What follows belongs to an exercise in optimizing a design on an open flow for small area; a production flow would make more cautious choices. Only simulation tests tie the RTL to the original design; equivalence was not proved. The clock input has no modelled driver; a real chip could not lean on it and would need a root buffer or a full tree. No activity file was given, so power comes from the tool's default toggle rates.

Design sadEngineTop, start of the top module:
module sadEngineTop #(
        parameter int ElemWidth = 8
) (
        input  logic Clk,
        input  logic rst,
        input  logic psel,
        input  logic penable,
        input  logic pwrite,
        input  sadPkg::apbAddrT paddr,
        input  sadPkg::apbDataT pwdata,
        output sadPkg::apbDataT prdata
);
For scale: about 320 flip-flops, about 77 I/O pins, ~9800 sq um of cells after synthesis.
Settings: LEC_CHECK=0, CAP_MARGIN=20, CORE_MARGIN=2, CORE_UTILIZATION=40, CTS_BUF_LIST=sky130_fd_sc_hd__clkbuf_16, CTS_CLUSTER_DIAMETER=120, CTS_CLUSTER_SIZE=30, PLACE_DENSITY=0.7, SLEW_MARGIN=20; clock period 5.0 ns.
standard.sh (not shown) runs the stock make flow with config.mk's settings and CLKGATE_MAP_FILE= SYNTH_SCRIPT=/design/flow/synth_recipe.tcl, a recipe that flattens the netlist after the stock synthesis.
==> flow/flow/run.sh <==
#!/bin/bash
# Own layout flow: the standard flow (standard.sh, ORFS) with these changes:
# * synthesis is the standard script, but ABC maps the logic with
#   flow/abc.script (area-oriented) instead of ORFS's speed script; the
#   registers, flattening and renaming are untouched;
# * clock tree: clusters of up to 32 flip-flops within 100 um, clkbuf_16
#   only, no dummy loads, and the tree's middle level removed afterwards;
# * the constant outputs share synthesis's single tie cell;
# * port buffers use the smallest buffer cell (one per port, as standard).
# Each step's full output goes to a log file of its own in the work folder.
set -euo pipefail
W=$PWD

# The standard synthesis script, with the abc command taking our mapping script
{
  cat <<EOT
proc abc {args} {
  set i [lsearch -exact \$args -script]
  if {\$i >= 0} { set args [lreplace \$args \$i [expr {\$i + 1}] -script $W/flow/abc.script] }
  yosys abc {*}\$args
}
EOT
  cat "$W/synth_recipe.tcl"
} > "$W/flow_synth.tcl"

make -C "$FLOW_HOME" DESIGN_CONFIG="$W/config.mk" WORK_HOME="$W/orfs" CLKGATE_MAP_FILE= \
  SYNTH_SCRIPT="$W/flow_synth.tcl" synth > "$W/synth.log" 2>&1

# Floorplan, placement and clock tree as the standard flow does them, with
# the settings above
export CTS_ARGS="-sink_clustering_enable -repair_clock_nets -sink_clustering_size 32 -sink_clustering_max_diameter 100 -distance_between_buffers 400 -branching_point_buffers_distance 400 -buf_list sky130_fd_sc_hd__clkbuf_16 -dont_use_dummy_load"
export SKIP_REPAIR_TIE_FANOUT=1
export BUFFER_PORTS_ARGS="-buffer_cell sky130_fd_sc_hd__buf_1"
bash "$W/standard.sh" cts > "$W/layout_cts.log" 2>&1

# Clock tree: drop the middle level, so the root buffer drives the leaf
# buffers directly (the port still drives only the root)
CLKTRIM_DB="$W/orfs/results/sky130hd/sadEngineTop/base/4_cts.odb" \
  openroad -no_init -exit "$W/flow/clock_trim.tcl" > "$W/clock_trim.log" 2>&1

# Routing to finish; standard.sh writes out/final.def
bash "$W/standard.sh" > "$W/layout.log" 2>&1
==> flow/flow/abc.script <==
strash
balance
rewrite
refactor
balance
rewrite
rewrite -z
balance
refactor -z
rewrite -z
balance
&get -n
&st
&dch -f
&nf -R 1000 -p -a
&put
topo
stime -c
Other scripts of this flow, unchanged in this note and not shown: flow/flow/clock_trim.tcl
Edit:
--- a/flow/flow/run.sh
+++ b/flow/flow/run.sh
@@ -2,8 +2,3 @@
-# Own layout flow: the standard flow (standard.sh, ORFS) with these changes:
-# * synthesis is the standard script, but ABC maps the logic with
-#   flow/abc.script (area-oriented) instead of ORFS's speed script; the
-#   registers, flattening and renaming are untouched;
-# * clock tree: clusters of up to 32 flip-flops within 100 um, clkbuf_16
-#   only, no dummy loads, and the tree's middle level removed afterwards;
-# * the constant outputs share synthesis's single tie cell;
-# * port buffers use the smallest buffer cell (one per port, as standard).
+# Own layout flow: the standard flow, with the synthesis's ABC technology
+# mapping run on flow/abc.script instead of ORFS's speed script. Everything
+# else (registers, flattening, renaming, floorplan to finish) is the standard.
@@ -29,2 +24,2 @@
-# Floorplan, placement and clock tree as the standard flow does them, with
-# the settings above
+# Floorplan to finish as the standard flow does it; writes out/final.def.
+# Clock tree: the standard clustering, without dummy loads.
@@ -31,0 +27 @@
+# Constant outputs: keep synthesis's single tie cell rather than one per port
@@ -32,0 +29 @@
+# Port buffers: the smallest buffer cell, one per port as the standard flow
@@ -41 +38 @@
-# Routing to finish; standard.sh writes out/final.def
+# Routing to finish
==> flow/flow/abc.script (replaced) <==
strash
&get -n
&st
&dch -f
&nf -R 1000 -p -a
&put
topo
stime -c
- CORE_UTILIZATION: 40 -> 55
- PLACE_DENSITY: 0.7 -> not set
The changed run went through all stages and came out clean.
Clock skew went up by 0.030 ns.
Global-route usage goes up by 6.0 points.
Clock power went up by about 6%.
Power increases by 1.6%.
Utilization is higher by 17 points.
Cell area goes down by 0.76%.
Clock-buffer cell count rises by 1.
Setup slack got worse by 0.27 ns.
Edit:
- CORE_UTILIZATION: 55 -> 40
- GPL_ROUTABILITY_DRIVEN: not set -> 0
Total power came out lower by 1.3%.
Register-to-register slack hardly moves.
Hold slack is better by 0.046 ns.
Count of clock-buffer cells in the layout is lower by 1.
Sequential power barely changes.
Cell count came out higher by 9.4%.
Via count fell by 0.35%.
Edit:
--- a/flow/flow/run.sh
+++ b/flow/flow/run.sh
@@ -26 +26 @@
-export CTS_ARGS="-sink_clustering_enable -repair_clock_nets -sink_clustering_size 32 -sink_clustering_max_diameter 100 -distance_between_buffers 400 -branching_point_buffers_distance 400 -buf_list sky130_fd_sc_hd__clkbuf_16 -dont_use_dummy_load"
+export CTS_ARGS="-sink_clustering_enable -repair_clock_nets -sink_clustering_size 32 -sink_clustering_max_diameter 80 -distance_between_buffers 400 -branching_point_buffers_distance 400 -buf_list sky130_fd_sc_hd__clkbuf_16 -dont_use_dummy_load"
- GPL_ROUTABILITY_DRIVEN: 0 -> not set
After rerunning: Routed wire length rises slightly; power rises by a few percent; die area stays the same.

re-timing with driven ports:
The flow's constraints put no driver on any port. The routed layouts listed below were extracted and timed again, unchanged, in two steps. Step 1 sets driving cells, clkbuf_16 on the clock port and buf_2 on the other inputs (assumed; they add their load-dependent delay and slew). Step 2 times the ports against the registers' clock, not the clock port: input delays grow and output delays shrink by t, the midpoint of the rising clock arrivals with the driver on. a / b / c = ideal / step 1 / step 2; a / b = the first two.
run	t (ns)	setup slack, ns	worst setup path after step 2	latest minus earliest clock arrival (ns)	worst register clock-pin slew, ns
the first run	0.458	0.700 / 0.700 / 0.700	register to register	0.023 / 0.023	0.12 / 0.12
the second run	0.462	0.435 / 0.435 / 0.435	register to register	0.053 / 0.054	0.12 / 0.12
the third run	0.468	0.442 / 0.442 / 0.442	register to register	0.020 / 0.021	0.12 / 0.12
the fourth run	0.479	0.423 / 0.423 / 0.423	register to register	0.041 / 0.041	0.11 / 0.11
After both steps every run listed still meets setup and hold.
